Source: an optimization exercise on an open RTL-to-GDS flow (aim: small area). Production flows keep margins and buffers that such runs may drop.
RTL that was checked went through simulation tests only; none was proved equivalent to the original.
No functional check of the RTL was part of runs 1 and 3 to 5.
Power figures rest on the tool's default switching activity, not on a simulated workload.

<file path="design.v">
package rv5_pkg;
	localparam logic [6:0] op_lui   = 7'b0110111;
	localparam logic [6:0] op_imm   = 7'b0010011;
	localparam logic [6:0] op_reg   = 7'b0110011;
	localparam logic [6:0] op_load  = 7'b0000011;
	localparam logic [6:0] op_store = 7'b0100011;
	typedef struct packed {
		logic [24:0] p;       
		logic        k_reg;   
		logic        k_u;     
		logic        wr;
		logic        mem;
	} dec_t;
	localparam int dec_w = 29;
endpackage
`timescale 1ns/100ps
module pipe_reg #(
	parameter int width = 1,
	parameter int ctl_w = 1
) (
	input  logic             clk,
	input  logic             rst,
	input  logic [width-1:0] d,
	output logic [width-1:0] q
);
	always_ff @(posedge clk or posedge rst) begin
		if (rst) begin
			q[ctl_w-1:0] <= '0;
		end else begin
			q[ctl_w-1:0] <= d[ctl_w-1:0];
		end
	end
	always_ff @(posedge clk) begin
		q[width-1:ctl_w] <= d[width-1:ctl_w];
	end
endmodule
`timescale 1ns/100ps
module if_stage (
	input  logic            clk,
	input  logic            rst,
	input  logic [31:0]     IM_inst,
	output logic [31:0]     IF_pc,
	output rv5_pkg::dec_t   dec
);
	logic [29:0] pc;
	always_ff @(posedge clk or posedge rst) begin
		if (rst) begin
			pc <= '0;
		end else begin
			pc <= pc + 30'd1;
		end
	end
	assign IF_pc = {pc, 2'b00};
	logic [6:0] opcode;
	logic [2:0] funct3;
	logic [6:0] funct7;
	logic       is_lui, is_addi, is_reg, is_ld, is_st;
	assign opcode = IM_inst[6:0];
	assign funct3 = IM_inst[14:12];
	assign funct7 = IM_inst[31:25];
	assign is_lui  = opcode == rv5_pkg::op_lui;
	assign is_addi = opcode == rv5_pkg::op_imm && funct3 == 3'b000;
	assign is_reg  = opcode == rv5_pkg::op_reg &&
	                 ((funct7 == 7'b0000000 && funct3 != 3'b011) ||
	                  (funct7 == 7'b0100000 && funct3 == 3'b000));
	assign is_ld   = opcode == rv5_pkg::op_load  && funct3 == 3'b010;
	assign is_st   = opcode == rv5_pkg::op_store && funct3 == 3'b010;
	assign dec.p     = IM_inst[31:7];
	assign dec.k_reg = is_reg;
	assign dec.k_u   = is_lui;
	assign dec.wr    = is_lui | is_addi | is_reg | is_ld;
	assign dec.mem   = is_ld | is_st;
endmodule
`timescale 1ns/100ps
module id_stage (
	input  rv5_pkg::dec_t dec,
	input  logic [31:0]   rs1_data,
	input  logic [31:0]   rs2_data,
	output logic [4:0]    rs1,
	output logic [4:0]    rs2,
	output logic          rs1_zero,
	output logic [31:0]   opb
);
	logic [31:0] imm;
	logic        is_st;
	assign rs1      = dec.p[19-7:15-7];
	assign rs2      = dec.p[24-7:20-7];
	assign rs1_zero = dec.k_u;
	assign is_st    = dec.mem & ~dec.wr;
	always_comb begin
		if (dec.k_u) begin
			imm = {dec.p[31-7:12-7], 12'h000};
		end else if (is_st) begin
			imm = {{20{dec.p[31-7]}}, dec.p[31-7:25-7], dec.p[11-7:7-7]};
		end else begin
			imm = {{20{dec.p[31-7]}}, dec.p[31-7:20-7]};
		end
		opb = dec.k_reg ? rs2_data : imm;
	end
endmodule
`timescale 1ns/100ps
module ex_stage (
	input  logic [31:0] a,
	input  logic [31:0] b,
	input  logic        k_reg,
	input  logic [2:0]  f3,
	input  logic        sub,
	output logic [31:0] res
);
	logic        do_sub;
	logic [31:0] sum, p, g;
	logic        lt;
	logic        s_sum, s_x, s_a, s_sll, s_srl, s_slt;
	logic [31:0] nrot, sh_enn, nres;
	logic [4:0]  r;
	assign do_sub = k_reg & ((f3 == 3'b000 & sub) | f3 == 3'b010);
	alu_add add_i (.a(a), .b(b), .cin(do_sub), .sum(sum), .p(p), .g(g));
	assign lt = p[31] ? sum[31] : a[31];
	assign r = b[4:0] ^ ({b[3:0] != 4'h0, b[2:0] != 3'h0, b[1:0] != 2'h0, b[0], 1'b0} & {5{~f3[2]}});
	rot_n rot_i (.a(a), .r(r), .y(nrot));
	assign s_sum = ~k_reg | f3 == 3'b000;
	assign s_x   = k_reg & (f3 == 3'b100 | f3 == 3'b110);    
	assign s_a   = k_reg & (f3 == 3'b111 | f3 == 3'b110);    
	assign s_sll = k_reg & f3 == 3'b001;
	assign s_srl = k_reg & f3 == 3'b101;
	assign s_slt = k_reg & f3 == 3'b010;
	sh_mask mask_i (.s(b[4:0]), .sll(s_sll), .srl(s_srl), .en_n(sh_enn));
	for (genvar i = 0; i < 32; i++) begin : g_res
		aoi222 aoi_i (
			.a0 (sum[i]), .b0 (s_sum),
			.a1 (p[i]),   .b1 (s_x),
			.a2 (g[i]),   .b2 (s_a),
			.y  (nres[i])
		);
		if (i == 0) begin : g_lt
			assign res[i] = ~(nres[i] & (nrot[i] | sh_enn[i])) | (lt & s_slt);
		end else begin : g_oai
			oai21 oai_i (.a1(nrot[i]), .a2(sh_enn[i]), .b1(nres[i]), .y(res[i]));
		end
	end
endmodule
module alu_add (
	input  logic [31:0] a,
	input  logic [31:0] b,
	input  logic        cin,
	output logic [31:0] sum,
	output logic [31:0] p,
	output logic [31:0] g
);
	logic [31:0] bx;
	logic [31:0] G [0:5];
	logic [31:0] P [0:5];
	assign bx = b ^ {32{cin}};
	assign p  = a ^ bx;
	assign g  = a & bx;
	always_comb begin
		G[0] = g;
		P[0] = p;
		G[0][0] = g[0] | (p[0] & cin);
		for (int l = 0; l < 5; l++) begin
			for (int i = 0; i < 32; i++) begin
				if ((i >> l) & 1) begin
					G[l+1][i] = G[l][i] | (P[l][i] & G[l][((i >> l) << l) - 1]);
					P[l+1][i] = P[l][i] & P[l][((i >> l) << l) - 1];
				end else begin
					G[l+1][i] = G[l][i];
					P[l+1][i] = P[l][i];
				end
			end
		end
	end
	assign sum = p ^ {G[5][30:0], cin};
endmodule
module rot_n (
	input  logic [31:0] a,
	input  logic [4:0]  r,
	output logic [31:0] y
);
	logic [31:0] x [0:5];
	assign x[0] = a;
	for (genvar l = 0; l < 5; l++) begin : g_l
		for (genvar i = 0; i < 32; i++) begin : g_i
			mx2i m_i (.a(x[l][i]), .b(x[l][(i + (1 << l)) % 32]), .s(r[l]), .y(x[l+1][i]));
		end
	end
	assign y = x[5];
endmodule
module sh_mask (
	input  logic [4:0]  s,
	input  logic        sll,
	input  logic        srl,
	output logic [31:0] en_n
);
	logic [31:0] t;
	always_comb begin
		for (int j = 0; j < 32; j++) t[j] = s <= 5'(j);
	end
	for (genvar i = 0; i < 32; i++) begin : g_en
		aoi22 aoi_i (.a1(sll), .a2(t[i]), .b1(srl), .b2(t[31-i]), .y(en_n[i]));
	end
endmodule
module aoi22 (
	input  logic a1, a2, b1, b2,
	output logic y
);
	assign y = ~((a1 & a2) | (b1 & b2));
endmodule
module mx2i (
	input  logic a, b, s,
	output logic y
);
	assign y = ~(s ? b : a);
endmodule
module oai21 (
	input  logic a1, a2, b1,
	output logic y
);
	assign y = ~((a1 | a2) & b1);
endmodule
`timescale 1ns/100ps
module mem_stage (
	input  logic [31:0] res,
	input  logic [31:0] sdata,
	input  logic        wr,
	input  logic        mem,
	input  logic [31:0] DM_mem_dout,
	output logic [31:0] MEM_mem_addr,
	output logic [1:0]  MEM_mem_cmd,
	output logic [31:0] MEM_mem_din,
	output logic [31:0] wb_data
);
	assign MEM_mem_addr = res;
	assign MEM_mem_din  = sdata;
	assign MEM_mem_cmd  = {mem & ~wr, mem & wr};
	for (genvar i = 0; i < 32; i++) begin : g_wb
		mx2 mx_i (.a(res[i]), .b(DM_mem_dout[i]), .s(mem), .y(wb_data[i]));
	end
endmodule
module mx2 (
	input  logic a, b, s,
	output logic y
);
	assign y = s ? b : a;
endmodule
`timescale 1ns/100ps
module register_file (
	input  logic        clk,
	input  logic        rst,
	input  logic        we,
	input  logic [4:0]  rd,
	input  logic [31:0] wdata,
	input  logic [4:0]  rs1,
	input  logic        rs1_zero,
	input  logic [4:0]  rs2,
	output logic [31:0] rs1_data,
	output logic [31:0] rs2_data
);
	logic [32*32-1:32] regs;
	logic [31:1] valid;
	always_ff @(posedge clk or posedge rst) begin
		if (rst) begin
			valid <= '0;
		end else begin
			for (int i = 1; i < 32; i++) begin
				if (we && rd == 5'(i)) valid[i] <= 1'b1;
			end
		end
	end
	always_ff @(posedge clk) begin
		for (int i = 1; i < 32; i++) begin
			if (we && rd == 5'(i)) regs[32*i +: 32] <= wdata;
		end
	end
	logic [31:1] sel1, sel2;
	always_comb begin
		for (int i = 1; i < 32; i++) begin
			sel1[i] = valid[i] & ~rs1_zero & (rs1 == 5'(i));
			sel2[i] = valid[i] & (rs2 == 5'(i));
		end
	end
	rd_port rd1_i (.sel(sel1), .regs(regs), .data(rs1_data));
	rd_port rd2_i (.sel(sel2), .regs(regs), .data(rs2_data));
endmodule
module rd_port (
	input  logic [31:1]       sel,
	input  logic [32*32-1:32] regs,
	output logic [31:0]       data
);
	for (genvar b = 0; b < 32; b++) begin : g_bit
		logic [10:0] n;
		for (genvar k = 0; k < 10; k++) begin : g_grp
			aoi222 aoi_i (
				.a0 (sel[3*k+1]), .b0 (regs[32*(3*k+1) + b]),
				.a1 (sel[3*k+2]), .b1 (regs[32*(3*k+2) + b]),
				.a2 (sel[3*k+3]), .b2 (regs[32*(3*k+3) + b]),
				.y  (n[k])
			);
		end
		assign n[10] = ~(sel[31] & regs[32*31 + b]);
		assign data[b] = ~&n;
	end
endmodule
module aoi222 (
	input  logic a0, b0, a1, b1, a2, b2,
	output logic y
);
	assign y = ~((a0 & b0) | (a1 & b1) | (a2 & b2));
endmodule
`timescale 1ns/100ps
module processor #(
	parameter logic [31:0] boot_addr = 32'h0
) (
	input  logic              clk,
	input  logic              rst,
	input  logic [31:0]       IM_inst,
	output logic [31:0]       IF_pc,
	input  logic [31:0]       DM_mem_dout,
	output logic [31:0]       MEM_mem_addr,
	output logic [1:0]        MEM_mem_cmd,
	output logic [31:0]       MEM_mem_din
);
	rv5_pkg::dec_t dec, dec1, dec2;
	logic [4:0]  rs1, rs2;
	logic        rs1_zero;
	logic [31:0] rs1_data, rs2_data;
	logic [31:0] opb;
	logic [31:0] alu_res;
	logic [31:0] em_res, em_sdata;
	logic [4:0]  em_rd;
	logic        em_wr, em_mem;
	logic [31:0] wb_data, mw_data;
	logic [4:0]  mw_rd;
	logic        mw_we;
	if_stage if_stage_i (
		.clk     (clk),
		.rst     (rst),
		.IM_inst (IM_inst),
		.IF_pc   (IF_pc),
		.dec     (dec)
	);
	pipe_reg #(.width(rv5_pkg::dec_w), .ctl_w(2)) dec1_i (
		.clk (clk), .rst (rst), .d (dec), .q (dec1)
	);
	pipe_reg #(.width(rv5_pkg::dec_w), .ctl_w(2)) dec2_i (
		.clk (clk), .rst (rst), .d (dec1), .q (dec2)
	);
	id_stage id_stage_i (
		.dec      (dec2),
		.rs1_data (rs1_data),
		.rs2_data (rs2_data),
		.rs1      (rs1),
		.rs2      (rs2),
		.rs1_zero (rs1_zero),
		.opb      (opb)
	);
	ex_stage ex_stage_i (
		.a     (rs1_data),
		.b     (opb),
		.k_reg (dec2.k_reg),
		.f3    (dec2.p[14-7:12-7]),
		.sub   (dec2.p[30-7]),
		.res   (alu_res)
	);
	pipe_reg #(.width(71), .ctl_w(2)) em_i (
		.clk (clk), .rst (rst),
		.d   ({alu_res, rs2_data, dec2.p[11-7:7-7], dec2.wr, dec2.mem}),
		.q   ({em_res, em_sdata, em_rd, em_wr, em_mem})
	);
	mem_stage mem_stage_i (
		.res          (em_res),
		.sdata        (em_sdata),
		.wr           (em_wr),
		.mem          (em_mem),
		.DM_mem_dout  (DM_mem_dout),
		.MEM_mem_addr (MEM_mem_addr),
		.MEM_mem_cmd  (MEM_mem_cmd),
		.MEM_mem_din  (MEM_mem_din),
		.wb_data      (wb_data)
	);
	pipe_reg #(.width(38), .ctl_w(1)) mw_i (
		.clk (clk), .rst (rst),
		.d   ({wb_data, em_rd, em_wr}),
		.q   ({mw_data, mw_rd, mw_we})
	);
	register_file register_file_i (
		.clk      (clk),
		.rst      (rst),
		.we       (mw_we),
		.rd       (mw_rd),
		.wdata    (mw_data),
		.rs1      (rs1),
		.rs1_zero (rs1_zero),
		.rs2      (rs2),
		.rs1_data (rs1_data),
		.rs2_data (rs2_data)
	);
endmodule
</file>
<file path="flow/run.sh">
#!/bin/bash
# The standard layout, with smaller port buffers and a clock tree without dummy loads.
set -euo pipefail
export BUFFER_PORTS_ARGS="-buffer_cell sky130_fd_sc_hd__buf_1"
export CTS_ARGS="-sink_clustering_enable -repair_clock_nets -dont_use_dummy_load -buf_list sky130_fd_sc_hd__clkbuf_8 -sink_clustering_size 20 -sink_clustering_max_diameter 50"
bash standard.sh > standard.log 2>&1
</file>
<file path="standard.sh">
#!/bin/bash
# synth_recipe.tcl (not shown) runs the flow's synth.tcl, then flattens the netlist and writes it again
# the make line also repeats each setting of config.mk as NAME=value (left out here)
make -C /OpenROAD-flow-scripts/flow DESIGN_CONFIG=/design/flow/config.mk WORK_HOME=/design/flow/orfs CLKGATE_MAP_FILE= SYNTH_SCRIPT=/design/flow/synth_recipe.tcl "${@:-finish}"
</file>
<file path="config.mk">
export PLATFORM = sky130hd
export DESIGN_NAME = processor
export DESIGN_NICKNAME = processor
export VERILOG_FILES = /design/flow/design.v
export SDC_FILE = /design/flow/constraint.sdc
export NUM_CORES = 4
export LEC_CHECK = 0
export CAP_MARGIN = 20
export CORE_MARGIN = 2
export CORE_UTILIZATION = 50
export PLACE_DENSITY = 0.6
export SETUP_SLACK_MARGIN = 0.15
export SLEW_MARGIN = 20
export SYNTH_HIERARCHICAL = 1
</file>
<file path="constraint.sdc">
create_clock -name core_clock -period 6.5 [get_ports {clk}]
set_input_delay 1.3000 -clock core_clock [delete_from_list [all_inputs] [get_ports {clk}]]
set_output_delay 1.3000 -clock core_clock [all_outputs]
set_load 0.01 [all_outputs]
</file>
==> reports/qor.csv, run 1 <==
metric,value,unit
port bufs,161,
synth top area cells,"edfxtp_1 58%, a222oi_1 13%, dfxtp_1 6.3%",
Finished Cell Area,56300,sq um
die width,324,microns
WS Path Type,flop to flop,
routability congestion estimate,0.980,
Setup Skew,136,ps
synth-to-layout area growth,9.82,%
Final setup viols,0,
mux cell area share after synthesis,4.27,%
first-pass GRT wire length,267000,microns
Synth top area share,58.1,%
core box area,102000,sq um
Post-DRT Antenna Nets,0,
initial core utilization,50.4,%
Crit Reg-Reg Endpoint,em_i.q[65],
Clock power frac,30.5,%
maximum root-to-sink buffer count,3,
Simple-Gate Fraction of Synth Area,5.56,%
ys async rst share,5.57,%
routed vias/inst,7.68,
CTS buffer count,116,
Final Hold Viols,0,
Initial DRC Count,9901,
Post-Layout Cell Count,4875,
max-slew violations,0,
total of warnings raised by yosys,19,
min-delay worst type,flop to flop,
Internal Power,10.2,mW
via count,37400,
"Seq/Total Area, Yosys",67.7,%
Cells after Synth,3189,
Routed WL,194000,microns
CTS sink cnt,1220,
first-pass iteration count of the detailed router,14,
Worst Setup End Kind,flop,
HPWL Detailed,128000,microns
chip height,324,microns
Lkg Pwr,19.2,nW
number of global-route vias before repair,35200,
post-synthesis register bit count,1220,
largest net degree at the start of global routing,58,
Worst-path clk slew,90,ps
status,"complete, no violations",
aggregate global-route resource usage,36.2,%
hold_buf cts,0,
Tcrit/Tclk final,96.6,%
H-tree depth,3,
dpl cell area,54500,sq um
Comb pwr share,3.9,%
fmax,159,MHz
Sw Share,21.9,%
final-layout fill cell count,8165,
maxcap violations,0,
Final #Nets,3607,
adder-cell share of the synthesized area,1.00,%
relative slew slack,22.8,%
min-delay src,em_i.q[3],
"Top FF cell, synth",edfxtp_1,
row count,117,
r2r startpoint,dec2_i.q[17],
net switching power,2.87,mW
Post-Syn Area,51200,sq um
share of layout cells above drive strength 1,13.9,%
DIE AREA,105000,sq um
Clock Latency Late Sink,840,ps
Routed WL per cell,39.8,microns
Compound-Gate Fraction of Synth Area,17.7,%
largest family of logic cells by synthesized area,compound AO/OA/AOI/OAI gates,
"EDFF count, synth",992,
RSZ-0062 raised after global routing,false,
CTS tree,done,
initial antenna violation count,15,
crit start category,flop,
Flop pwr share,65.6,%
Slew @ Worst Pin,1160,ps
Root Buffer,clkbuf_8,
depth of the worst register-to-register path,19,
library cells used by synthesis,84,
Critical Path AT,6850,ps
final critical-path required period,6280,ps
Top Ports,164,
final global-route overflow total,0,
Pwr per Cell Area,233,nW/um^2
number of remaining DRC errors,0,
setup TNS,0,ps
Synth Area in XOR/XNOR,1.47,%
leading area contributor after synthesis,edfxtp_1,
Hold Path Depth,0,
Peak VDD IR,0.195,mV
Worst Path Max Fanout,23,
WP data required,7070,ps
hold path endpoint,mw_i.q[2],
flop2flop setup slack,220,ps
synthesized area per cell,16.1,sq um
Placed Cells,4749,
[stage by stage]
step | hold slack (ps) | util, % | setup WS, ps | total power [mW]
floorplan | 310 | - | 1060 | 9.04
global placement | 313 | 53.5 | 395 | 9.25
detailed placement | 312 | 53.6 | 437 | 9.27
CTS | 293 | 55.2 | 311 | 13.1
global route | 301 | 55.3 | 154 | 13.4
finish | 300 | 55.3 | 224 | 13.1
[Yosys stat by module (local to each module, per instance), excerpt]
module	times used	area, sq um	cells inside	flip-flops and latches
id_stage	1	609	110	0
ex_stage	1	158	25	0
aoi222	672	10.0	1	0
register_file	1	31700	1205	1023
sh_mask	1	253	46	0
if_stage	1	1690	161	30
oai21	31	5.00	1	0
mx2	32	15.0	1	0
rd_port	2	915	131	0
aoi22	32	12.5	1	0
alu_add	1	1730	216	0
mem_stage	1	497	66	0
mx2i	160	10.0	1	0
[power groups by stage]
stage	clock network, mW	registers, mW	logic (mW)
2_1_floorplan	0	8.73	0.310
3_3_place_gp	0	8.76	0.490
3_5_place_dp	0	8.77	0.498
4_1_cts	4.04	8.59	0.499
5_1_grt	4.31	8.60	0.534
6_report	4.00	8.60	0.512
[logic make-up after synthesis]
| group | after synthesis |
|---|---|
| other | 2 |
| buffers and inverters | 181 |
| muxes | 202 |
| adders and majority gates | 38 |
| AOI/OAI and AO/OA | 956 |
| DFF | 1220 |
| and+or+nand+nor | 504 |
| xor gates and xnor gates | 86 |
[cell usage in the layout (no fill, tap or decap), types with 36 or more instances in the layout]
cell	Yosys	layout
edfxtp_1	992	992
a222oi_1	672	672
mux2i_1	167	167
buf_1	0	161
buf_4	109	152
nand4_1	143	143
dfxtp_1	160	142
nand2_1	118	118
clkbuf_8	0	116
dfrtp_1	68	67
a2111o_1	64	63
xor2_1	51	49
a21oi_1	41	41
and3_1	61	36
[worst max path at each step]
stage	start	to
5_1_grt	dec2_i.q[2]	em_i.q[65]
3_5_place_dp	dec2_i.q[19]	em_i.q[55]
3_3_place_gp	dec2_i.q[19]	em_i.q[65]
2_1_floorplan	dec2_i.q[17]	em_i.q[39]
6_report	dec2_i.q[17]	em_i.q[65]
4_1_cts	dec2_i.q[19]	em_i.q[65]
[sequential cells by signal, indices dropped and copies added, names as in the netlist]
register / cells
register_file_i.valid: 31
mw_i.q: 38
register_file_i.regs: 992
dec2_i.q: 29
dec1_i.q: 29
if_stage_i.pc: 30
em_i.q: 71
[cell type report]
class                      count  area, sq um  share of cell area (%)
clock buffer                 116         1600                    2.84
sequential                  1220        34700                    61.7
tap                         1368         1710                    3.04
inverter                      36          135                   0.240
multi-input combinational   1790        15800                    28.1
timing repair buffer         339         2290                    4.07
antenna                        6         15.0                  0.0267
[worst max-delay path, cell delays in order (launching register included)]
cell and delay [ps]:
dfxtp_1 480, and3b_1 280, and3_1 420, buf_12 290
a222oi_1 800, nand4_1 180, a2111o_1 410, nand2_1 150
o21ai_4 80, mux2i_1 140, fa_1 440, nand2b_1 210
a211oi_2 280, o21ai_1 210, a31oi_4 300, o211ai_1 170
nand2_1 170, o311ai_2 100, a222oi_1 730, o21ai_1 170
[repair_timing]
| action | 4_1_cts | 5_1_grt |
|---|---|---|
| setup buffers | 0 | 2 |
| resized for setup | 0 | 14 |
| endpoints found under the setup margin | 0 | 5 |
[Yosys cell counts (6+ instances only)]
master	n
o21bai_1	30
nand4_1	143
o21ai_0	35
and3_1	61
nor2_1	68
buf_2	11
nand2b_1	11
edfxtp_1	992
dfrtp_1	68
xor2_1	51
a21o_1	6
mux2_4	32
dfxtp_1	160
buf_6	8
inv_1	36
a22oi_2	32
mux2i_1	167
a21oi_1	41
buf_4	109
nor2b_1	8
clkbuf_1	16
xnor2_1	35
nand3_1	19
a222oi_1	672
nand2_1	118
o21ai_1	33
nor3_1	11
a2111o_1	64
ha_1	33
[metal layers]
layer	vias to the layer above	share of wire (%)	GRT usage, %
li1	14900	-	-
met3	438	14	9.96
met2	3183	44	54.5
met5	-	0.019	0
met1	18900	37	49.3
met4	6	5.1	16.2
==> inputs of run 2 (changes only) <==
--- a/design.v
+++ b/design.v
@@ -108,34 +108,32 @@
 	output logic [31:0] res
 );
 	logic        do_sub;
-	logic [31:0] sum, p, g;
+	logic [31:0] sum, p, g, sh;
 	logic        lt;
 	logic        s_sum, s_x, s_a, s_sll, s_srl, s_slt;
-	logic [31:0] nrot, sh_enn, nres;
-	logic [4:0]  r;
 	assign do_sub = k_reg & ((f3 == 3'b000 & sub) | f3 == 3'b010);
 	alu_add add_i (.a(a), .b(b), .cin(do_sub), .sum(sum), .p(p), .g(g));
 	assign lt = p[31] ? sum[31] : a[31];
-	assign r = b[4:0] ^ ({b[3:0] != 4'h0, b[2:0] != 3'h0, b[1:0] != 2'h0, b[0], 1'b0} & {5{~f3[2]}});
-	rot_n rot_i (.a(a), .r(r), .y(nrot));
+	shift_r shift_i (.a(a), .s(b[4:0]), .rev(~f3[2]), .y(sh));
 	assign s_sum = ~k_reg | f3 == 3'b000;
 	assign s_x   = k_reg & (f3 == 3'b100 | f3 == 3'b110);    
 	assign s_a   = k_reg & (f3 == 3'b111 | f3 == 3'b110);    
 	assign s_sll = k_reg & f3 == 3'b001;
 	assign s_srl = k_reg & f3 == 3'b101;
 	assign s_slt = k_reg & f3 == 3'b010;
-	sh_mask mask_i (.s(b[4:0]), .sll(s_sll), .srl(s_srl), .en_n(sh_enn));
 	for (genvar i = 0; i < 32; i++) begin : g_res
-		aoi222 aoi_i (
-			.a0 (sum[i]), .b0 (s_sum),
-			.a1 (p[i]),   .b1 (s_x),
-			.a2 (g[i]),   .b2 (s_a),
-			.y  (nres[i])
-		);
 		if (i == 0) begin : g_lt
-			assign res[i] = ~(nres[i] & (nrot[i] | sh_enn[i])) | (lt & s_slt);
-		end else begin : g_oai
-			oai21 oai_i (.a1(nrot[i]), .a2(sh_enn[i]), .b1(nres[i]), .y(res[i]));
+			assign res[i] = (sum[i] & s_sum) | (p[i] & s_x) | (g[i] & s_a) |
+			                (sh[i] & s_srl) | (sh[31-i] & s_sll) | (lt & s_slt);
+		end else begin : g_ao
+			ao_5 ao_i (
+				.a0 (sum[i]),    .b0 (s_sum),
+				.a1 (p[i]),      .b1 (s_x),
+				.a2 (g[i]),      .b2 (s_a),
+				.a3 (sh[i]),     .b3 (s_srl),
+				.a4 (sh[31-i]),  .b4 (s_sll),
+				.y  (res[i])
+			);
 		end
 	end
 endmodule
@@ -171,39 +169,34 @@
 	end
 	assign sum = p ^ {G[5][30:0], cin};
 endmodule
-module rot_n (
+module shift_r (
 	input  logic [31:0] a,
-	input  logic [4:0]  r,
+	input  logic [4:0]  s,
+	input  logic        rev,
 	output logic [31:0] y
 );
 	logic [31:0] x [0:5];
-	assign x[0] = a;
+	for (genvar i = 0; i < 32; i++) begin : g_rev
+		mx2i m_i (.a(a[i]), .b(a[31-i]), .s(rev), .y(x[0][i]));
+	end
 	for (genvar l = 0; l < 5; l++) begin : g_l
 		for (genvar i = 0; i < 32; i++) begin : g_i
-			mx2i m_i (.a(x[l][i]), .b(x[l][(i + (1 << l)) % 32]), .s(r[l]), .y(x[l+1][i]));
+			if (i + (1 << l) < 32) begin : g_m
+				mx2i m_i (.a(x[l][i]), .b(x[l][i + (1 << l)]), .s(s[l]), .y(x[l+1][i]));
+			end else if (l % 2 == 0) begin : g_fi
+				assign x[l+1][i] = ~(x[l][i] | s[l]);
+			end else begin : g_ft
+				assign x[l+1][i] = ~(x[l][i] & ~s[l]);
+			end
 		end
 	end
 	assign y = x[5];
 endmodule
-module sh_mask (
-	input  logic [4:0]  s,
-	input  logic        sll,
-	input  logic        srl,
-	output logic [31:0] en_n
-);
-	logic [31:0] t;
-	always_comb begin
-		for (int j = 0; j < 32; j++) t[j] = s <= 5'(j);
-	end
-	for (genvar i = 0; i < 32; i++) begin : g_en
-		aoi22 aoi_i (.a1(sll), .a2(t[i]), .b1(srl), .b2(t[31-i]), .y(en_n[i]));
-	end
-endmodule
-module aoi22 (
-	input  logic a1, a2, b1, b2,
+module ao_5 (
+	input  logic a0, b0, a1, b1, a2, b2, a3, b3, a4, b4,
 	output logic y
 );
-	assign y = ~((a1 & a2) | (b1 & b2));
+	assign y = (a0 & b0) | (a1 & b1) | (a2 & b2) | (a3 & b3) | (a4 & b4);
 endmodule
 module mx2i (
 	input  logic a, b, s,
@@ -211,12 +204,6 @@
 );
 	assign y = ~(s ? b : a);
 endmodule
-module oai21 (
-	input  logic a1, a2, b1,
-	output logic y
-);
-	assign y = ~((a1 | a2) & b1);
-endmodule
 `timescale 1ns/100ps
 module mem_stage (
 	input  logic [31:0] res,
==> run 2 against run 1 <==
Against the previous run: still clean; non-clock buffer count rose by 1; first-iteration DRC count is 4.0% lower; synthesized area fell by 0.80%; critical path type unchanged; critical endpoint is now em_i.q[69].
==> reports/qor.csv, run 2 <==
metric,value,unit
status,"complete, no violations",
Hold Path Depth,0,
first-pass GRT wire length,276000,microns
crit start category,flop,
CTS tree,done,
Place WS,566,ps
WP data required,7070,ps
Worst Path Max Fanout,14,
synth top area cells,"edfxtp_1 59%, a222oi_1 13%, dfxtp_1 6.3%",
"Seq/Total Area, Yosys",68.3,%
Placed Cells,4709,
Synth Area in XOR/XNOR,1.48,%
routed vias/inst,7.76,
CP Depth,20,
Peak VDD IR,0.180,mV
final core occ,55.3,%
"Top FF cell, synth",edfxtp_1,
flop2flop setup slack,280,ps
Pwr per Cell Area,233,nW/um^2
Worst Setup End Kind,flop,
Largest Register,register_file_i.regs,
Synth top area share,58.6,%
mux cell area share after synthesis,4.33,%
max-slew violations,0,
"EDFF count, synth",992,
Slew @ Worst Pin,1170,ps
Largest regs,"register_file_i.regs x992, em_i.q x71, mw_i.q x38",
relative slew slack,21.8,%
WS Path Type,flop to flop,
RSZ-0062 raised after global routing,false,
total of warnings raised by yosys,18,
min-delay worst type,flop to flop,
worst path bufs/invs,1,
Tcrit/Tclk final,95.7,%
first-pass iteration count of the detailed router,14,
PostCTS Resize Cnt,0,
Setup Skew,139,ps
dpl cell area,54000,sq um
CTS buffer count,113,
aggregate global-route resource usage,37.9,%
routability congestion estimate,0.952,
post-synthesis register bit count,1220,
fmax,161,MHz
Lkg Pwr,19.2,nW
Routed WL,201000,microns
Simple-Gate Fraction of Synth Area,5.87,%
CP max-delay cell,a2111o_1,
maximum root-to-sink buffer count,3,
adder-cell share of the synthesized area,1.01,%
Post-DRT Antenna Nets,0,
maxcap violations,0,
depth of the worst register-to-register path,20,
Final #Nets,3572,
Compound-Gate Fraction of Synth Area,16.9,%
hold_ws,324,ps
Cells after Synth,3154,
cell family with most CP delay,compound AO/OA/AOI/OAI gates,
final critical-path required period,6220,ps
initial core utilization,50.6,%
Post-Layout Cell Count,4826,
Critical Path Max Stage Delay,660,ps
setup TNS,0,ps
Final setup viols,0,
final global-route overflow total,0,
ys async rst share,5.57,%
final worst slack,280,ps
CP Cell Sequence,"and3b_1, and3_1, a222oi_1, nand4_1, a2111o_1, nand2_1, o21ai_4, xor2_1, ha_1, o211ai_1, a21o_1, a31oi_2, a21boi_4, o22ai_2, buf_4, a21bo_1, a21oi_2, xnor2_1, a222oi_1, nand2_1",
share of layout cells above drive strength 1,12.2,%
largest family of logic cells by synthesized area,compound AO/OA/AOI/OAI gates,
library cells used by synthesis,79,
Critical Path AT,6790,ps
H-tree depth,3,
row count,116,
most instantiated cells after synthesis,"992 x edfxtp_1, 671 x a222oi_1, 167 x mux2i_1",
via count,37500,
Final Hold Viols,0,
leading area contributor after synthesis,edfxtp_1,
chip height,323,microns
synthesized area per cell,16.1,sq um
Post-Syn Area,50800,sq um
Clock Latency Late Sink,840,ps
most frequent cell after synthesis,edfxtp_1,
Worst-path clk slew,110,ps
largest net degree at the start of global routing,52,
hold_buf cts,0,
CTS sink cnt,1220,
die width,323,microns
port bufs,161,
DIE AREA,104000,sq um
Initial DRC Count,9506,
"commonest cells after routing, fill and taps aside","992 x edfxtp_1, 671 x a222oi_1, 167 x mux2i_1",
HPWL Detailed,134000,microns
postcts setup bufs,0,
Root Buffer,clkbuf_8,
synth-to-layout area growth,9.31,%
max reg flops,992,
initial antenna violation count,12,
Routed WL per cell,41.7,microns
Top Ports,164,
Total Power,12.9,mW
core box area,100000,sq um
number of remaining DRC errors,0,
number of global-route vias before repair,36400,
Finished Cell Area,55500,sq um
"commonest non-fill, non-tap cell in the layout",edfxtp_1,
-- run 2: cell types whose count changed after synthesis, moves of 5 or more --
cell	before	now
a22oi_1	0	31
nand2b_1	11	17
nand2_1	118	148
nor3_1	11	5
nor2_1	68	74
o21ai_1	33	5
a21oi_1	41	33
and3_1	61	66
inv_1	36	20
a22oi_2	32	0
-- run 2: cells by family (layout without fill, tap and decap cells) --
family,Yosys count,after routing
and+or+nand+nor,542,542
adders and majority gates,38,38
AOI/OAI and AO/OA,901,901
other,1,5
buffers and inverters,163,474
DFF,1220,1220
xor gates and xnor gates,86,86
muxes,203,203
-- run 2: layer usage --
metal / track usage, % / share of wire (%) / vias to the layer above
met5: 0 / 0.043 / -
met4: 19.0 / 5.7 / 12
met3: 13.0 / 15 / 644
met2: 58.5 / 45 / 3324
met1: 47.6 / 35 / 18700
li1: - / - / 14800
-- run 2: modules after synthesis (local to each module, per instance), a selection --
module         copies in the design  flip-flops and latches  area (sq um)
alu_add                           1                       0          1630
ao_5                             31                       0          21.3
aoi222                          640                       0          10.0
ex_stage                          1                       0           133
id_stage                          1                       0           609
if_stage                          1                      30          1680
mem_stage                         1                       0           497
mx2                              32                       0          15.0
mx2i                            161                       0          10.0
rd_port                           2                       0           915
register_file                     1                    1023         31700
shift_r                           1                       0           183
-- run 2: cell type report --
cell class | count | area, sq um
antenna | 3 | 7.51
clock buffer | 113 | 1560
fill | 8112 | 44900
inverter | 21 | 78.8
multi-input combinational | 1772 | 15400
sequential | 1220 | 34700
tap | 1357 | 1700
timing repair buffer | 340 | 2140
-- run 2: power breakdown --
part | total, mW | internal, mW | switching, mW | leakage (nW)
clock network | 3.95 | 1.53 | 2.42 | 0.812
registers | 8.62 | 8.49 | 0.132 | 11.2
logic | 0.357 | 0.124 | 0.233 | 7.24
-- run 2: final timing paths --
| kind | startpoint | endpoint |
|---|---|---|
| max | dec2_i.q[19] | em_i.q[69] |
| min | dec1_i.q[0] | dec2_i.q[0] |
| max reg2reg | dec2_i.q[19] | em_i.q[69] |
| min reg2reg | dec1_i.q[0] | dec2_i.q[0] |
| max in group asynchronous | rst | if_stage_i.pc[20] |
| min in group asynchronous | rst | mw_i.q[0] |
==> inputs of run 3 (changes only) <==
--- a/design.v
+++ b/design.v
@@ -73,29 +73,24 @@
 endmodule
 `timescale 1ns/100ps
 module id_stage (
-	input  rv5_pkg::dec_t dec,
-	input  logic [31:0]   rs1_data,
-	input  logic [31:0]   rs2_data,
-	output logic [4:0]    rs1,
-	output logic [4:0]    rs2,
-	output logic          rs1_zero,
-	output logic [31:0]   opb
+	input  logic [31:12] ip,
+	input  logic [4:0]   rd,
+	input  logic         k_reg,
+	input  logic         k_u,
+	input  logic         is_st,
+	input  logic [31:0]  rs2_data,
+	output logic [31:0]  opb
 );
 	logic [31:0] imm;
-	logic        is_st;
-	assign rs1      = dec.p[19-7:15-7];
-	assign rs2      = dec.p[24-7:20-7];
-	assign rs1_zero = dec.k_u;
-	assign is_st    = dec.mem & ~dec.wr;
 	always_comb begin
-		if (dec.k_u) begin
-			imm = {dec.p[31-7:12-7], 12'h000};
+		if (k_u) begin
+			imm = {ip[31:12], 12'h000};
 		end else if (is_st) begin
-			imm = {{20{dec.p[31-7]}}, dec.p[31-7:25-7], dec.p[11-7:7-7]};
+			imm = {{20{ip[31]}}, ip[31:25], rd};
 		end else begin
-			imm = {{20{dec.p[31-7]}}, dec.p[31-7:20-7]};
+			imm = {{20{ip[31]}}, ip[31:20]};
 		end
-		opb = dec.k_reg ? rs2_data : imm;
+		opb = k_reg ? rs2_data : imm;
 	end
 endmodule
 `timescale 1ns/100ps
@@ -307,14 +302,12 @@
 	output logic [31:0]       MEM_mem_din
 );
 	rv5_pkg::dec_t dec, dec1, dec2;
-	logic [4:0]  rs1, rs2;
-	logic        rs1_zero;
 	logic [31:0] rs1_data, rs2_data;
-	logic [31:0] opb;
-	logic [31:0] alu_res;
-	logic [31:0] em_res, em_sdata;
+	logic [31:0] em_a, em_r2;
+	logic [31:12] em_ip;
 	logic [4:0]  em_rd;
-	logic        em_wr, em_mem;
+	logic        em_k_reg, em_k_u, em_wr, em_mem;
+	logic [31:0] opb, alu_res;
 	logic [31:0] wb_data, mw_data;
 	logic [4:0]  mw_rd;
 	logic        mw_we;
@@ -331,31 +324,31 @@
 	pipe_reg #(.width(rv5_pkg::dec_w), .ctl_w(2)) dec2_i (
 		.clk (clk), .rst (rst), .d (dec1), .q (dec2)
 	);
+	pipe_reg #(.width(93), .ctl_w(2)) em_i (
+		.clk (clk), .rst (rst),
+		.d   ({rs1_data, rs2_data, dec2.p, dec2.k_reg, dec2.k_u, dec2.wr, dec2.mem}),
+		.q   ({em_a, em_r2, em_ip, em_rd, em_k_reg, em_k_u, em_wr, em_mem})
+	);
 	id_stage id_stage_i (
-		.dec      (dec2),
-		.rs1_data (rs1_data),
-		.rs2_data (rs2_data),
-		.rs1      (rs1),
-		.rs2      (rs2),
-		.rs1_zero (rs1_zero),
+		.ip       (em_ip),
+		.rd       (em_rd),
+		.k_reg    (em_k_reg),
+		.k_u      (em_k_u),
+		.is_st    (em_mem & ~em_wr),
+		.rs2_data (em_r2),
 		.opb      (opb)
 	);
 	ex_stage ex_stage_i (
-		.a     (rs1_data),
+		.a     (em_a),
 		.b     (opb),
-		.k_reg (dec2.k_reg),
-		.f3    (dec2.p[14-7:12-7]),
-		.sub   (dec2.p[30-7]),
+		.k_reg (em_k_reg),
+		.f3    (em_ip[14:12]),
+		.sub   (em_ip[30]),
 		.res   (alu_res)
 	);
-	pipe_reg #(.width(71), .ctl_w(2)) em_i (
-		.clk (clk), .rst (rst),
-		.d   ({alu_res, rs2_data, dec2.p[11-7:7-7], dec2.wr, dec2.mem}),
-		.q   ({em_res, em_sdata, em_rd, em_wr, em_mem})
-	);
 	mem_stage mem_stage_i (
-		.res          (em_res),
-		.sdata        (em_sdata),
+		.res          (alu_res),
+		.sdata        (em_r2),
 		.wr           (em_wr),
 		.mem          (em_mem),
 		.DM_mem_dout  (DM_mem_dout),
@@ -375,9 +368,9 @@
 		.we       (mw_we),
 		.rd       (mw_rd),
 		.wdata    (mw_data),
-		.rs1      (rs1),
-		.rs1_zero (rs1_zero),
-		.rs2      (rs2),
+		.rs1      (dec2.p[19-7:15-7]),
+		.rs1_zero (dec2.k_u),
+		.rs2      (dec2.p[24-7:20-7]),
 		.rs1_data (rs1_data),
 		.rs2_data (rs2_data)
 	);
==> run 3 against run 2 <==
Against the previous run: still clean; clock skew rose by 47 ps; hold slack got worse by 22 ps; first-iteration DRC count rose by 1.9%; design area barely moved; critical path type is now flop to output pin; largest cell class unchanged; largest power group unchanged.
==> reports/qor.csv, run 3 <==
metric,value,unit
fmax,162,MHz
synthesized area per cell,16.2,sq um
crit start category,flop,
metal3 WL,35200,microns
library cells used by synthesis,82,
Worst-path clk slew,110,ps
DIE AREA,105000,sq um
maxcap violations,0,
routed vias/inst,7.94,
Worst Path Max Fanout,5,
first-pass GRT wire length,277000,microns
relative slew slack,15.1,%
RSZ-0062 raised after global routing,true,
Largest Register,register_file_i.regs,
most frequent cell after synthesis,edfxtp_1,
row count,117,
synth top area cells,"edfxtp_1 58%, a222oi_1 13%, dfxtp_1 7.1%",
aggregate global-route resource usage,37.2,%
Total Power,13.1,mW
final critical-path required period,6160,ps
CTS tree,done,
"EDFF count, synth",992,
Setup Skew,186,ps
setup TNS,0,ps
post-synthesis register bit count,1242,
chip height,324,microns
"commonest non-fill, non-tap cell in the layout",edfxtp_1,
CP Launch Point,em_i.q[1],
maximum root-to-sink buffer count,3,
Final Hold Viols,0,
Worst Setup End Kind,output pin,
min-delay src,dec2_i.q[5],
ys async rst share,5.48,%
core box area,102000,sq um
Final #Nets,3530,
routability congestion estimate,0.947,
min-delay worst type,flop to flop,
Top Ports,164,
hold_buf cts,0,
Synth top area share,58.0,%
WS Path Type,flop to output pin,
CTS sink cnt,1242,
initial core utilization,50.4,%
"commonest cells after routing, fill and taps aside","992 x edfxtp_1, 671 x a222oi_1, 182 x mux2i_1",
Critical Path AT,4860,ps
synth-to-layout area growth,8.32,%
total of warnings raised by yosys,18,
Pwr per Cell Area,235,nW/um^2
most instantiated cells after synthesis,"992 x edfxtp_1, 671 x a222oi_1, 186 x mux2i_1",
first-pass iteration count of the detailed router,11,
largest net degree at the start of global routing,56,
via count,38100,
final global-route overflow total,0,
die width,324,microns
Slew @ Worst Pin,1270,ps
H-tree depth,3,
CTS buffer count,112,
port bufs,161,
status,"complete, no violations",
max reg flops,992,
Initial DRC Count,9683,
HPWL Detailed,116000,microns
Lkg Pwr,19.0,nW
DR WL met2,86200,microns
Critical Path Max Stage Delay,450,ps
Largest regs,"register_file_i.regs x992, em_i.q x93, mw_i.q x38",
Post-Syn Area,51300,sq um
Final setup viols,0,
hold_ws,302,ps
"Top FF cell, synth",edfxtp_1,
Tcrit/Tclk final,94.8,%
Clock Latency Late Sink,900,ps
Routed WL,203000,microns
wl on met1,68500,microns
leading area contributor after synthesis,edfxtp_1,
share of layout cells above drive strength 1,11.3,%
CP Cell Sequence,"nor2b_4, mux2i_4, o21ai_4, xor2_2, inv_1, fa_1, nand2b_1, a21o_1, a31oi_4, a21boi_4, o22ai_4, a21bo_1, a21oi_2, xnor2_1, a222oi_1, nand2_1, buf_1",
uppermost routed layer,met5,
Post-DRT Antenna Nets,0,
Peak VDD IR,0.198,mV
number of global-route vias before repair,37100,
max-slew violations,0,
"Seq/Total Area, Yosys",68.5,%
number of remaining DRC errors,0,
CP max-delay cell,dfrtp_2,
initial antenna violation count,13,
Root Buffer,clkbuf_8,
r2r startpoint,em_i.q[11],
Cells after Synth,3167,
Routed WL per cell,42.4,microns
WP data required,5200,ps
==> run 3: cell types whose count changed in the layout (fill, tap and decap cells not counted), moves of 20 or more <==
cell,delta
a21oi_1,-20
buf_4,-52
dfxtp_1,+31
o21ai_0,-22
o21ai_1,+22
==> run 3: critical path, delay by kind of cell, from the launching register on <==
kind	cells	cell delay [ps]
xor gates and xnor gates	2	270
adders and majority gates	1	410
buffers and inverters	2	290
AOI/OAI and AO/OA	8	1600
muxes	1	320
and+or+nand+nor	3	690
DFF	1	450
==> run 3: cell type report <==
class	count	area, sq um
fillers	8154	46100
flip-flops and latches	1242	35100
multi-input cells	1773	15600
well taps	1368	1710
clock buffers	112	1540
repair buffers	276	1500
inverters	21	78.8
diodes	6	15.0
==> run 3: cells by family (layout without fill, tap and decap cells) <==
group           Yosys count  count (layout)  synth area share, %
compound gates          883             883                 16.5
xor+xnor                 86              86                 1.47
fa+ha+maj                38              38                 1.00
buf+inv                 153             409                 2.03
flops                  1242            1242                 68.5
mux                     221             221                 4.64
other cells               1               8              0.00731
simple gates            543             543                 5.86
==> run 3: timing repair <==
| action | CTS | global route |
|---|---|---|
| setup endpoints to repair | 11 | 13 |
| resized for setup | 9 | 19 |
| setup buffers | 1 | 5 |
| pin swaps | 1 | 12 |
==> run 3: modules after synthesis, one instance, submodules excluded, a selection <==
module         cells inside  cell area [sq um]  flip-flops and latches
shift_r                  33                183                       0
aoi222                    1               10.0                       0
register_file          1205              31700                    1023
id_stage                100                663                       0
mx2i                      1               10.0                       0
processor                 1               13.8                       0
mx2                       1               15.0                       0
alu_add                 202               1630                       0
if_stage                162               1680                      30
mem_stage                66                497                       0
ao_5                      3               21.3                       0
==> run 3: path summary, 6_finish.rpt <==
check                      slack [ps]  cells after the start                end
min in group asynchronous         460                      2          em_i.q[1]
max in group asynchronous        5330                      2  if_stage_i.pc[13]
hold / removal                    300                      0          em_i.q[5]
setup reg to reg                 2070                     17          mw_i.q[6]
hold reg to reg                   300                      0          em_i.q[5]
setup / recovery                  340                     17   MEM_mem_addr[30]
==> run 3: report_power, final <==
| group | total (mW) | internal (mW) | switching, mW |
|---|---|---|---|
| combinational | 0.335 | 0.122 | 0.213 |
| clock | 3.98 | 1.52 | 2.46 |
| sequential | 8.77 | 8.62 | 0.141 |
==> run 3: metal layers <==
metal	up-vias	GRT usage, %
met5	-	1.54
met4	22	20.9
met3	809	17.5
met2	3749	54.0
met1	18800	45.7
li1	14700	-
==> run 3: through the flow <==
stage / util [%] / instances / instance area (sq um) / setup WS, ps
after floorplan: - / 3168 / 51400 / 329
after global placement: 52.9 / 4674 / 53800 / 654
after detailed placement: 52.9 / 4674 / 53800 / 620
after CTS: 54.5 / 4787 / 55400 / 171
after global routing: 54.6 / 4793 / 55600 / 139
final: 54.6 / 4798 / 55600 / 338
==> inputs of run 4 (changes only) <==
--- a/design.v
+++ b/design.v
@@ -100,10 +100,11 @@
 	input  logic        k_reg,
 	input  logic [2:0]  f3,
 	input  logic        sub,
+	output logic [31:0] sum,
 	output logic [31:0] res
 );
 	logic        do_sub;
-	logic [31:0] sum, p, g, sh;
+	logic [31:0] p, g, sh;
 	logic        lt;
 	logic        s_sum, s_x, s_a, s_sll, s_srl, s_slt;
 	assign do_sub = k_reg & ((f3 == 3'b000 & sub) | f3 == 3'b010);
@@ -201,6 +202,7 @@
 endmodule
 `timescale 1ns/100ps
 module mem_stage (
+	input  logic [31:0] addr,
 	input  logic [31:0] res,
 	input  logic [31:0] sdata,
 	input  logic        wr,
@@ -211,7 +213,7 @@
 	output logic [31:0] MEM_mem_din,
 	output logic [31:0] wb_data
 );
-	assign MEM_mem_addr = res;
+	assign MEM_mem_addr = addr;
 	assign MEM_mem_din  = sdata;
 	assign MEM_mem_cmd  = {mem & ~wr, mem & wr};
 	for (genvar i = 0; i < 32; i++) begin : g_wb
@@ -307,7 +309,7 @@
 	logic [31:12] em_ip;
 	logic [4:0]  em_rd;
 	logic        em_k_reg, em_k_u, em_wr, em_mem;
-	logic [31:0] opb, alu_res;
+	logic [31:0] opb, alu_sum, alu_res;
 	logic [31:0] wb_data, mw_data;
 	logic [4:0]  mw_rd;
 	logic        mw_we;
@@ -344,9 +346,11 @@
 		.k_reg (em_k_reg),
 		.f3    (em_ip[14:12]),
 		.sub   (em_ip[30]),
+		.sum   (alu_sum),
 		.res   (alu_res)
 	);
 	mem_stage mem_stage_i (
+		.addr         (alu_sum),
 		.res          (alu_res),
 		.sdata        (em_r2),
 		.wr           (em_wr),
==> run 4 against run 3 <==
Against the previous run: clock power up 2%; setup slack better by 75 ps; register-to-register slack worse by 440 ps; critical endpoint is now MEM_mem_addr[31]; global-route usage down 1.6 points; first-iteration DRC count down 5.0%; maximum frequency up 1.2%; hold slack better by 6.1 ps; flip-flop and latch count unchanged; clock skew down 45 ps; design area down 0.15%; final cell count about the same; still clean; largest cell class unchanged; total power up 0.62%.
==> reports/qor.csv, run 4 <==
metric,value,unit
ys async rst share,5.48,%
chip height,324,microns
port bufs,161,
Peak VDD IR,0.168,mV
relative slew slack,17.7,%
worst path bufs/invs,2,
cell family with most CP delay,compound AO/OA/AOI/OAI gates,
Post-Syn Area,51300,sq um
Placed Cells,4674,
Total Power,13.2,mW
synth top area cells,"edfxtp_1 58%, a222oi_1 13%, dfxtp_1 7.1%",
Worst Setup End Kind,output pin,
die width,324,microns
register area,35200,sq um
CTS tree,done,
Initial DRC Count,9198,
crit start category,flop,
number of global-route vias before repair,36100,
Post-DRT Antenna Nets,0,
max-slew violations,0,
Comb pwr share,2.5,%
maximum root-to-sink buffer count,3,
Worst-path clk slew,110,ps
CP Cell Sequence,"nor2b_4, mux2i_1, o21ai_4, xor2_1, inv_1, fa_1, nand2b_1, a21o_1, a31oi_2, a21boi_4, o22ai_4, nand2_1, o21ai_0, xor2_1, buf_1",
maxcap violations,0,
routability congestion estimate,0.963,
synth-to-layout area growth,8.15,%
final-layout fill cell count,8132,
Largest regs,"register_file_i.regs x992, em_i.q x93, mw_i.q x38",
CTS sink cnt,1242,
Critical Path Max Stage Delay,470,ps
initial core utilization,50.4,%
first-pass GRT wire length,267000,microns
"commonest non-fill, non-tap cell in the layout",edfxtp_1,
CP most frequent cell,xor2_1,
row count,117,
via count,37300,
hold_buf cts,0,
Sw Share,21.5,%
Finished Cell Area,55500,sq um
"Seq/Total Area, Yosys",68.5,%
Lkg Pwr,19.0,nW
DIE AREA,105000,sq um
Flop pwr share,66.7,%
Routed WL per cell,40.5,microns
Worst Path Max Fanout,5,
Critical Path AT,4790,ps
Clock power frac,30.8,%
library cells used by synthesis,82,
CP max-delay cell,fa_1,
max reg flops,992,
final global-route overflow total,0,
Root Buffer,clkbuf_8,
Pwr per Cell Area,237,nW/um^2
Largest Register,register_file_i.regs,
RSZ-0062 raised after global routing,false,
H-tree depth,3,
WP data required,5200,ps
setup TNS,0,ps
HPWL Detailed,117000,microns
Post-Layout Cell Count,4799,
most instantiated cells after synthesis,"992 x edfxtp_1, 671 x a222oi_1, 186 x mux2i_1",
Synth top area share,58.0,%
CTS buffer count,117,
Clock Latency Late Sink,860,ps
Slew @ Worst Pin,1230,ps
Setup Skew,141,ps
flop2flop setup slack,1630,ps
initial antenna violation count,15,
Cells after Synth,3167,
Final setup viols,0,
total of warnings raised by yosys,18,
"EDFF count, synth",992,
Top Ports,164,
Final #Nets,3530,
number of remaining DRC errors,0,
dpl cell area,53800,sq um
net switching power,2.83,mW
first-pass iteration count of the detailed router,14,
min-delay worst type,flop to flop,
post-synthesis register bit count,1242,
final critical-path required period,6090,ps
"Top FF cell, synth",edfxtp_1,
Final Hold Viols,0,
Tcrit/Tclk final,93.6,%
largest net degree at the start of global routing,42,
leading area contributor after synthesis,edfxtp_1,
fmax,164,MHz
"commonest cells after routing, fill and taps aside","992 x edfxtp_1, 671 x a222oi_1, 186 x mux2i_1",
Routed WL,194000,microns
Internal Power,10.3,mW
core box area,102000,sq um
final core occ,54.6,%
area of the multi-input gates,15500,sq um
aggregate global-route resource usage,35.6,%
status,"complete, no violations",
share of layout cells above drive strength 1,10.5,%
synthesized area per cell,16.2,sq um
routed vias/inst,7.78,
most frequent cell after synthesis,edfxtp_1,
WS Path Type,flop to output pin,
run 4: per-module statistics from Yosys (local to each module, per instance), a selection:
module | cells | cell area [sq um] | copies in the design | flops+latches
register_file | 1205 | 31700 | 1 | 1023
alu_add | 202 | 1630 | 1 | 0
rd_port | 131 | 915 | 2 | 0
id_stage | 100 | 663 | 1 | 0
mem_stage | 66 | 497 | 1 | 0
shift_r | 33 | 183 | 1 | 0
ex_stage | 17 | 133 | 1 | 0
ao_5 | 3 | 21.3 | 31 | 0
mx2 | 1 | 15.0 | 32 | 0
processor | 1 | 13.8 | 1 | 0
aoi222 | 1 | 10.0 | 640 | 0
mx2i | 1 | 10.0 | 161 | 0
run 4: worst paths after layout:
kind	startpoint	to	cells past startpoint
setup / recovery	em_i.q[1]	MEM_mem_addr[31]	15
hold / removal	dec1_i.q[7]	dec2_i.q[7]	0
setup reg to reg	em_i.q[1]	mw_i.q[6]	19
hold reg to reg	dec1_i.q[7]	dec2_i.q[7]	0
max in group asynchronous	rst	if_stage_i.pc[22]	3
min in group asynchronous	rst	mw_i.q[0]	2
run 4: metal layers:
metal	wire length, microns	share of wire, %	global-route usage (%)
met3	28500	15	12.0
met4	10200	5.2	16.9
met2	85900	44	54.2
met1	69600	36	45.9
met5	75	0.039	0
run 4: layout make-up:
class / count / area share (%)
tap: 1368 / 3.08
sequential: 1242 / 63.4
antenna: 7 / 0.0316
inverter: 21 / 0.142
multi-input combinational: 1773 / 27.9
clock buffer: 117 / 2.90
timing repair buffer: 271 / 2.62
run 4: what timing repair did:
item | CTS | global route
buffers inserted | 0 | 1
gates resized for setup | 3 | 0
setup endpoints to repair | 2 | 1
hold endpoints to repair | 0 | 0
pin swaps | 0 | 1
run 4: through the flow:
| step | setup slack [ps] | hold slack, ps |
|---|---|---|
| 2_1_floorplan | 645 | 310 |
| 3_3_place_gp | 887 | 311 |
| 3_5_place_dp | 821 | 312 |
| 4_1_cts | 221 | 308 |
| 5_1_grt | 179 | 300 |
| 6_report | 414 | 308 |
run 4: power groups by stage:
stage                     combinational (mW)  clock (mW)  sequential, mW
after floorplan                        0.230           0            8.86
after global placement                 0.313           0            8.95
after detailed placement               0.317           0            8.96
after CTS                              0.319        4.09            8.78
after global routing                   0.343        4.38            8.79
final                                  0.325        4.05            8.78
run 4: logic make-up (layout without fill, tap and decap cells):
| family | after synthesis | count (layout) | share of synthesized area [%] |
|---|---|---|---|
| AND/OR/NAND/NOR | 543 | 543 | 5.86 |
| adder cells (fa/ha/maj) | 38 | 38 | 1.00 |
| multiplexers | 221 | 221 | 4.64 |
| AO/OA/AOI/OAI | 883 | 883 | 16.5 |
| flip-flops | 1242 | 1242 | 68.5 |
| XOR/XNOR | 86 | 86 | 1.47 |
| other | 1 | 9 | 0.00731 |
| buffers and inverters | 153 | 409 | 2.03 |
==> inputs of run 5 (changes only) <==
==> flow/run.sh (replaced) <==
#!/bin/bash
# The standard layout, with smaller port buffers and a clock tree without dummy loads.
set -euo pipefail
export BUFFER_PORTS_ARGS="-buffer_cell sky130_fd_sc_hd__buf_1"
export CTS_ARGS="-sink_clustering_enable -repair_clock_nets -dont_use_dummy_load -buf_list sky130_fd_sc_hd__clkbuf_8 -sink_clustering_size 24 -sink_clustering_max_diameter 45"
bash standard.sh > standard.log 2>&1
--- a/config.mk
+++ b/config.mk
@@ -7,8 +7,8 @@
 export LEC_CHECK = 0
 export CAP_MARGIN = 20
 export CORE_MARGIN = 2
-export CORE_UTILIZATION = 50
-export PLACE_DENSITY = 0.6
-export SETUP_SLACK_MARGIN = 0.15
+export CORE_UTILIZATION = 60
+export PLACE_DENSITY = 0.68
+export SETUP_SLACK_MARGIN = 0.05
 export SLEW_MARGIN = 20
 export SYNTH_HIERARCHICAL = 1
==> run 5 against run 4 <==
Against the previous run: combinational power increased by 6%; sequential power about the same; hold slack got worse by 16 ps; routed wire length increased by 0.29%; synthesized area unchanged; clock power about the same; sequential share of layout area increased by 0.31 points; clock skew increased by 12 ps; core utilization increased by 10 points; final cell count decreased by 4.6%; critical path type unchanged; highest routed layer unchanged.
==> reports/qor.csv, run 5 <==
metric,value,unit
status,"complete, no violations",
most instantiated cells after synthesis,"992 x edfxtp_1, 671 x a222oi_1, 186 x mux2i_1",
number of remaining DRC errors,0,
Pwr per Cell Area,238,nW/um^2
CP Cell Sequence,"nor3b_1, o21a_2, buf_4, xor2_1, ha_1, o211ai_1, a21o_1, a31oi_2, a21boi_4, o22ai_2, nand2_1, o21ai_1, xor2_1, buf_1",
Peak VDD IR,0.282,mV
final core occ,65.0,%
Final #Nets,3532,
Comb pwr share,2.6,%
total of warnings raised by yosys,18,
setup TNS,0,ps
Slew @ Worst Pin,1160,ps
"Top FF cell, synth",edfxtp_1,
number of global-route vias before repair,35400,
CP max-delay cell,buf_4,
Setup Skew,153,ps
WS Path Type,flop to output pin,
routed vias/inst,8.29,
port bufs,161,
Cells after Synth,3167,
Initial DRC Count,10100,
Flop pwr share,66.7,%
max reg flops,992,
routability congestion estimate,0.995,
post-synthesis register bit count,1242,
via count,38000,
Post-Layout Cell Count,4579,
Largest Register,register_file_i.regs,
crit start category,flop,
fmax,164,MHz
Final setup viols,0,
share of layout cells above drive strength 1,10.6,%
H-tree depth,3,
CTS sink cnt,1242,
"commonest non-fill, non-tap cell in the layout",edfxtp_1,
Internal Power,10.4,mW
Routed WL,195000,microns
dpl cell area,53500,sq um
Tcrit/Tclk final,93.8,%
max-slew violations,0,
Worst-path clk slew,110,ps
HPWL Detailed,115000,microns
Hold Path Depth,0,
Sw Share,21.3,%
library cells used by synthesis,82,
postcts setup bufs,0,
hold_buf cts,0,
core box area,85000,sq um
final-layout fill cell count,6062,
net switching power,2.80,mW
"EDFF count, synth",992,
RSZ-0062 raised after global routing,false,
Finished Cell Area,55200,sq um
Crit Reg-Reg Endpoint,mw_i.q[29],
synthesized area per cell,16.2,sq um
row count,107,
cell family with most CP delay,compound AO/OA/AOI/OAI gates,
worst path bufs/invs,2,
r2r startpoint,em_i.q[11],
relative slew slack,22.5,%
maximum root-to-sink buffer count,3,
DIE AREA,87900,sq um
flop2flop setup slack,1650,ps
min-delay src,dec1_i.q[22],
"commonest cells after routing, fill and taps aside","992 x edfxtp_1, 671 x a222oi_1, 186 x mux2i_1",
CTS tree,done,
synth-to-layout area growth,7.60,%
Root Buffer,clkbuf_8,
Post-Syn Area,51300,sq um
die width,296,microns
Clock power frac,30.7,%
Worst Path Max Fanout,29,
hold path endpoint,dec2_i.q[22],
Lkg Pwr,19.0,nW
Routed WL per cell,42.5,microns
Critical Path AT,4800,ps
CP most frequent cell,xor2_1,
final global-route overflow total,0,
initial core utilization,60.4,%
depth of the worst register-to-register path,15,
Synth top area share,58.0,%
WP data required,5200,ps
Critical Path Max Stage Delay,480,ps
"Seq/Total Area, Yosys",68.5,%
min-delay worst type,flop to flop,
Clock Latency Late Sink,830,ps
final critical-path required period,6100,ps
Final Hold Viols,0,
Placed Cells,4451,
ys async rst share,5.48,%
maxcap violations,0,
largest net degree at the start of global routing,37,
Worst Setup End Kind,output pin,
first-pass iteration count of the detailed router,14,
Largest regs,"register_file_i.regs x992, em_i.q x93, mw_i.q x38",
most frequent cell after synthesis,edfxtp_1,
Post-DRT Antenna Nets,0,
first-pass GRT wire length,264000,microns
initial antenna violation count,16,
chip height,296,microns
synth top area cells,"edfxtp_1 58%, a222oi_1 13%, dfxtp_1 7.1%",
CTS buffer count,119,
aggregate global-route resource usage,43.3,%
PostCTS Resize Cnt,0,
leading area contributor after synthesis,edfxtp_1,
Top Ports,164,
==> run 5: cell counts after synthesis <==
No cell type changed its count.
==> run 5: metrics by stage <==
step / power [mW] / setup slack [ps] / hold WS, ps
after floorplan: 9.09 / 130 / 310
after global placement: 9.27 / 1240 / 313
after detailed placement: 9.27 / 1170 / 314
after CTS: 13.1 / 242 / 295
after global routing: 13.4 / 82.0 / 301
final: 13.2 / 401 / 292
==> run 5: layout make-up <==
class,instances,area (sq um),area share [%]
Sequential cell,1242,35200,63.7
Multi-Input combinational cell,1773,15500,28.0
Clock buffer,119,1640,2.97
Tap cell,1144,1430,2.59
Timing Repair Buffer,271,1430,2.59
Inverter,21,78.8,0.143
Antenna cell,9,22.5,0.0408
==> run 5: how the worst max path moves through the flow <==
stage,from,end,slack (ps),cells after the start
final,em_i.q[11],MEM_mem_addr[31],400,14
after global routing,em_i.q[11],MEM_mem_addr[31],80,13
after CTS,em_i.q[11],MEM_mem_addr[31],240,14
after detailed placement,em_i.q[11],MEM_mem_addr[31],1170,14
after global placement,em_i.q[11],MEM_mem_addr[31],1240,14
after floorplan,em_i.q[0],MEM_mem_addr[15],130,15
==> run 5: Yosys stat by module, one instance, submodules excluded, a selection <==
module	flops+latches	area [sq um]	cells inside
alu_add	0	1630	202
ao_5	0	21.3	3
aoi222	0	10.0	1
ex_stage	0	133	17
id_stage	0	663	100
if_stage	30	1680	162
mx2i	0	10.0	1
processor	0	13.8	1
rd_port	0	915	131
register_file	1023	31700	1205
shift_r	0	183	33
==> run 5: worst reg2reg max path, cell delays in order (launching register included) <==
cell and delay, ps:
dfxtp_1 420, nor3b_1 310, o21a_2 280, buf_4 480
xor2_1 170, ha_1 410, a21oi_2 210, o21ai_1 110
a221oi_2 280, a21boi_4 320, o21ai_1 190, o41ai_2 290
xnor2_1 230, a222oi_1 400, nand2_1 220, mux2_4 370
==> run 5: metal layers <==
metal | vias to the layer above | global-route usage (%) | wire, microns
met5 | - | 0.277 | 108
met4 | 14 | 27.1 | 15500
met3 | 785 | 16.3 | 33400
met2 | 3878 | 62.9 | 82900
met1 | 18600 | 55.1 | 62900
li1 | 14700 | - | -
==> run 5: cell families after synthesis <==
| logic type | Yosys count | share of synthesized area, % |
|---|---|---|
| adders and majority gates | 38 | 1.00 |
| xor gates and xnor gates | 86 | 1.47 |
| DFF | 1242 | 68.5 |
| other | 1 | 0.00731 |
| and+or+nand+nor | 543 | 5.86 |
| AOI/OAI and AO/OA | 883 | 16.5 |
| buffers and inverters | 153 | 2.03 |
| muxes | 221 | 4.64 |
==> run 5: power by group through the flow <==
stage / registers, mW / logic (mW) / clock network (mW)
finish: 8.77 / 0.344 / 4.04
global route: 8.78 / 0.357 / 4.31
CTS: 8.77 / 0.332 / 4.04
detailed placement: 8.94 / 0.330 / 0
global placement: 8.94 / 0.327 / 0
floorplan: 8.86 / 0.230 / 0

## what the ideal ports hide
No port has a modelled driver above. Below, the same layouts with a new extraction and two added sets of constraints.
Step 1 sets driving cells, clkbuf_16 on the clock port and buf_2 on the other inputs (assumed; they add their load-dependent delay and slew).
Step 2 moves the port delays by t, midway between the first and last clock arrival at a register: inputs arrive t later, outputs are due t later. That takes back most of the time a late clock gives input paths.
Three values: no drivers, after step 1, after step 2; two values: the first two.
run | t (ns) | setup slack, ns | hold slack, ns | worst setup path after step 2 | worst data-port slew with drivers (ns)
run 1 | 0.836 | 0.224 / 0.224 / 0.224 | 0.300 / 0.300 / 0.300 | register to register | 0.05
run 2 | 0.840 | 0.280 / 0.280 / 0.280 | 0.324 / 0.324 / 0.324 | register to register | 0.09
run 3 | 0.878 | 0.338 / 0.272 / 1.150 | 0.302 / 0.302 / 0.302 | register to output | 0.05
run 4 | 0.861 | 0.414 / 0.348 / 1.209 | 0.308 / 0.308 / 0.308 | register to output | 0.06
run 5 | 0.833 | 0.401 / 0.330 / 1.163 | 0.292 / 0.292 / 0.292 | register to output | 0.24
After both steps every run listed still meets setup and hold.
